What follows belongs to an exercise in optimizing a design on an open flow for a short achievable clock period and few clock cycles; a production flow would make more cautious choices. At most, simulation tests tie the RTL to the original design; equivalence was not proved. Power and IR drop assume default switching activity.

==> flow/design.v (excerpt) <==
module cpu_top
(
  input  logic                   clk,
  input  logic                   reset,
  input  logic [16-1:0] instr_word,
  output logic [10-1:0]   iaddr,
  input  logic                   wb_ack_i,
  input  logic [16-1:0] wb_dat_i,
  output logic                   wb_cyc_o,
  output logic                   wb_stb_o,
  output logic                   wb_we_o,
  output logic [16-1:0]  wb_adr_o,
  output logic [16-1:0] wb_dat_o,
  output logic                   halted
);
  cpu_isa_pkg::instr_t    ir;
  logic [10-1:0]   pc_inc;
  logic                   stall;
  logic                   f_take;
  logic                   redirect;
  logic [10-1:0]   redirect_pc;
  logic                   d_ldi;
  logic                   d_sub;
  logic                   bus_start;
  logic                   bus_load;
  logic                   bus_we;
  logic [4:0]             e_op;
  logic                   e_inv;
  logic                   e_we;
  logic [4-1:0]  e_rd;
  logic                   w_zero;
  logic [4:0]             d_op;
  logic [16-1:0] zt_d;
  logic [16-1:0] zt_q;
  logic                   zx_q;
  logic                   e_zero;
  logic                   d_eqz;
  logic [16-1:0] e_y;
  logic [16-1:0] e_y_inv;
  logic                   w_we;
  logic [4-1:0]  w_rd;
  logic [16-1:0] w_y;
  logic [16-1:0] w_b;
  logic [16-1:0] rf_a;
  logic [16-1:0] rf_b;
  logic [16-1:0] ea;
  logic [16-1:0] eb;
  logic                   fe_a;
  logic                   fe_b;
  logic [16-1:0] a_n;
  ...
For scale: about 2300 cells after synthesis.
clock: 7.0 ns
lec_check: 0
abc_clock_period_in_ps: 2000
cap_margin: 20
core_margin: 2
core_utilization: 40
setup_slack_margin: 5
slew_margin: 20
tns_end_percent: 100
run.sh (not shown) runs the stock make flow with config.mk's settings and CLKGATE_MAP_FILE= SYNTH_SCRIPT=/design/flow/synth_recipe.tcl, a recipe that flattens the netlist after the stock synthesis.
Edit:
--- a/flow/design.v
+++ b/flow/design.v
@@ -326,33 +326,43 @@
   assign d_take  = d_jz ? flag_e : !flag_e;
   assign red_d   = d_cond && d_known && (d_take != pred_d);
   assign d_go    = v_d && !red_e;
   assign redirect    = red_e || red_d;
   assign redirect_pc = red_e ? (e_take ? e_tgt : e_pcp1) :
                        (d_take ? ir[10-1:0] : pcp1_d);
   assign f_jmp   = (f_ins.opcode == cpu_isa_pkg::JMP);
   assign f_jz    = (f_ins.opcode == cpu_isa_pkg::JZ);
   assign f_jnz   = (f_ins.opcode == cpu_isa_pkg::JNZ);
   assign f_ldi   = (f_ins.opcode == cpu_isa_pkg::LDI);
   logic f_zero;
+  logic f_lp_hit;
+  logic f_lp_zero;
   always_comb
   begin
-    lp_hit  = 1'b0;
-    lp_zero = 1'b0;
+    f_lp_hit  = 1'b0;
+    f_lp_zero = 1'b0;
     for (int i = 1; i < (1 << 4); i++)
-      if (ir.rd == i)
+      if (f_ins.rd == i)
       begin
-        lp_hit  = lp_v[i] && (lp_rb[i] == ir.rb);
-        lp_zero = lp_eq[i];
+        f_lp_hit  = lp_v[i] && (lp_rb[i] == f_ins.rb);
+        f_lp_zero = lp_eq[i];
       end
-    lp_hit = lp_hit && d_sub && (ir.ra == ir.rd);
+    f_lp_hit = f_lp_hit && (f_ins.opcode == cpu_isa_pkg::SUB) && (f_ins.ra == f_ins.rd);
+  end
+  always_ff @(posedge clk)
+  begin
+    if (!stall)
+    begin
+      lp_hit  <= f_lp_hit;
+      lp_zero <= f_lp_zero;
+    end
   end
   assign f_zero = d_sf ? (lp_hit && lp_zero) : (d_known && flag_e);
   assign f_take  = f_jmp || (f_jz && f_zero) || (f_jnz && !f_zero);
   assign bus_start = d_go && (d_ld || d_st);
   assign bus_load  = v_d && (d_ld || d_st);
   assign bus_we    = d_st;
   always_ff @(posedge clk)
   begin
     if (!stall)
     begin
       for (int i = 1; i < (1 << 4); i++)
Result:
- clock-buffer cell count is higher by 1
- routed wire length is higher by 2.3%
- die area is higher by 0.91%
- sequential share of layout area is lower by 0.32 points
- first-iteration DRC count is lower by 6.3%
- total power is higher by about 8%
No functional check of the RTL was part of any run of this note.

Setup of job 104:
cpu_top, a different RTL version from the one above (not shown whole).
For scale: ~0.023 sq mm of cells after synthesis.
Settings: LEC_CHECK=0, ABC_CLOCK_PERIOD_IN_PS=2000, CAP_MARGIN=20, CORE_MARGIN=2, CORE_UTILIZATION=40, SETUP_SLACK_MARGIN=5, SLEW_MARGIN=20, TNS_END_PERCENT=100; clock period 7.0 ns.
Testbench counts of job 104, summed over its fixed seeds: cycles 41,800.
Setup changes, job 104 to job 102
-- flow/design.v --
<<< job 104, line 257
  input  logic                    stall,
  input  logic                    w_zero,
  input  logic                    e_zero,
  input  logic                    e_exact,
  output logic                    f_take,
  output logic                    redirect,
>>> job 102, line 257
  input  logic                    stall,
  input  logic                    w_zero,
  input  logic                    d_pz,
  output logic                    f_take,
  output logic                    redirect,
<<< job 104, line 297
  logic                 flag_q;
  logic                 flag_w;
  logic                 flag_e;
  logic d_alu;
  logic d_ld;
>>> job 102, line 296
  logic                 flag_q;
  logic                 flag_w;
  logic d_alu;
  logic d_ld;
<<< job 104, line 335
  assign e_take = e_jz ? w_zero : !w_zero;
  assign red_e  = e_br && (e_take != e_pred);
  assign flag_e = e_sf ? e_zero : flag_w;
  assign d_known = !e_sf || e_exact;
  assign d_take  = d_jz ? flag_e : !flag_e;
  assign red_d   = d_cond && d_known && (d_take != pred_d);
  assign d_go    = v_d && !red_e;
>>> job 102, line 333
  assign e_take = e_jz ? w_zero : !w_zero;
  assign red_e  = e_br && (e_take != e_pred);
  assign d_known = !e_sf;
  assign d_take  = d_jz ? flag_w : !flag_w;
  assign red_d   = d_cond && d_known && (d_take != pred_d);
  assign d_go    = v_d && !red_e;
<<< job 104, line 348
  assign f_ldi   = (f_ins.opcode == cpu_isa_pkg::LDI);
  logic f_zero;
  assign f_zero  = !d_sf && d_known && flag_e;
  assign f_take  = f_jmp || (f_jz && f_zero) || (f_jnz && !f_zero);
  assign bus_start = d_go && (d_ld || d_st);
>>> job 102, line 345
  assign f_ldi   = (f_ins.opcode == cpu_isa_pkg::LDI);
  logic f_zero;
  assign f_zero  = d_sf ? d_pz : (!e_sf && flag_w);
  assign f_take  = f_jmp || (f_jz && f_zero) || (f_jnz && !f_zero);
  assign bus_start = d_go && (d_ld || d_st);
<<< job 104, line 455
  logic                   w_zero;
  logic [4:0]             d_op;
  logic [16-1:0] zt_d;
  logic [16-1:0] zt_q;
  logic                   zx_q;
  logic                   e_zero;
  logic [16-1:0] e_y;
  logic [16-1:0] e_y_inv;
>>> job 102, line 452
  logic                   w_zero;
  logic [4:0]             d_op;
  logic                   d_pz;
  logic [16-1:0] zt_d;
  logic [16-1:0] e_y;
  logic [16-1:0] e_y_inv;
<<< job 104, line 498
    .stall       (stall),
    .w_zero      (w_zero),
    .e_zero      (e_zero),
    .e_exact     (zx_q),
    .f_take      (f_take),
    .redirect    (redirect),
>>> job 102, line 493
    .stall       (stall),
    .w_zero      (w_zero),
    .d_pz        (d_pz),
    .f_take      (f_take),
    .redirect    (redirect),
<<< job 104, line 534
    w_y  <= e_y;
  end
  assign e_zero = &zt_q;
  assign w_zero = (w_y == '0);
  cpu_regfile u_regfile (
>>> job 102, line 528
    w_y  <= e_y;
  end
  assign w_zero = (w_y == '0);
  cpu_regfile u_regfile (
<<< job 104, line 565
    .zt (zt_d)
  );
  assign a_n = fe_a ? e_y_inv : (ea ^ {16{d_sub}});
  assign b_n = fe_b ? e_y : eb;
>>> job 102, line 558
    .zt (zt_d)
  );
  assign d_pz = &zt_d;
  assign a_n = fe_a ? e_y_inv : (ea ^ {16{d_sub}});
  assign b_n = fe_b ? e_y : eb;
<<< job 104, line 571
    a_q  <= a_n;
    b_q  <= b_n;
    zt_q <= zt_d;
    zx_q <= !(fe_a || fe_b);
  end
  cpu_alu u_alu (
>>> job 102, line 565
    a_q  <= a_n;
    b_q  <= b_n;
  end
  cpu_alu u_alu (
### Flow results
- Job 102: power per cell area is 48 mW/mm^2 higher than what job 104 reported.
- In job 102 relative to job 104, synthesized cell count had gone down by a few percent.
- Non-clock buffer instance count of the final layout, job 102 and job 104, higher one = job 102.
- Die extent in y ends up higher on job 104.
- Between job 104 and job 102, the flow reports number of vias in the routed layout decreasing slightly.
- Of job 102 and job 104, the run reporting the lower xor-xnor portion of the synthesized cell area was job 104.
- Taking job 104 as the reference, in job 102 initial antenna violation count higher, relative area change from synthesis to final layout shows a reduction of 0.75 points, basic-gate share of the synthesized area counting and, or, nand and nor cells shrank by 0.59 points, slack of the worst reg-to-reg path shows a reduction of 1.60 ns.
- The estimated power of job 102 ends up higher than the estimate for job 104.
Function not checked in job 102: the RTL went through the layout flow alone.

port drivers added, routing unchanged:
How much do the figures lean on ideal ports? The routed layouts below were timed once more, with nothing changed but the port constraints.
Step 1, drivers: a clkbuf_16 drives clk and a buf_2 each remaining input, both assumed.
Step 2 times the ports against the registers' clock, not the clock port: input delays grow and output delays shrink by t, the midpoint of the rising clock arrivals with the driver on.
Three values: ideal ports, drivers, drivers and shift; two values: the first two.
run	t, ns	setup WS [ns]	worst setup path after step 2	slew at the worst register clock pin (ns)	worst slew at a driven data input, ns
the first run of note 1	0.700	3.992 / 3.992 / 3.591	input to register	0.07 / 0.07	0.08
the second run of note 1	0.695	4.172 / 4.172 / 3.668	input to register	0.07 / 0.07	0.18
job 104	0.661	4.374 / 4.343 / 4.007	input to register	0.07 / 0.07	0.04
job 102	0.663	2.779 / 2.779 / 2.779	register to register	0.07 / 0.07	0.04
After both steps setup and hold are still met in every run listed. For the second run of note 1, which loses most, drivers alone change the setup slack by 0.000 ns; drivers and shift together by -0.504 ns.
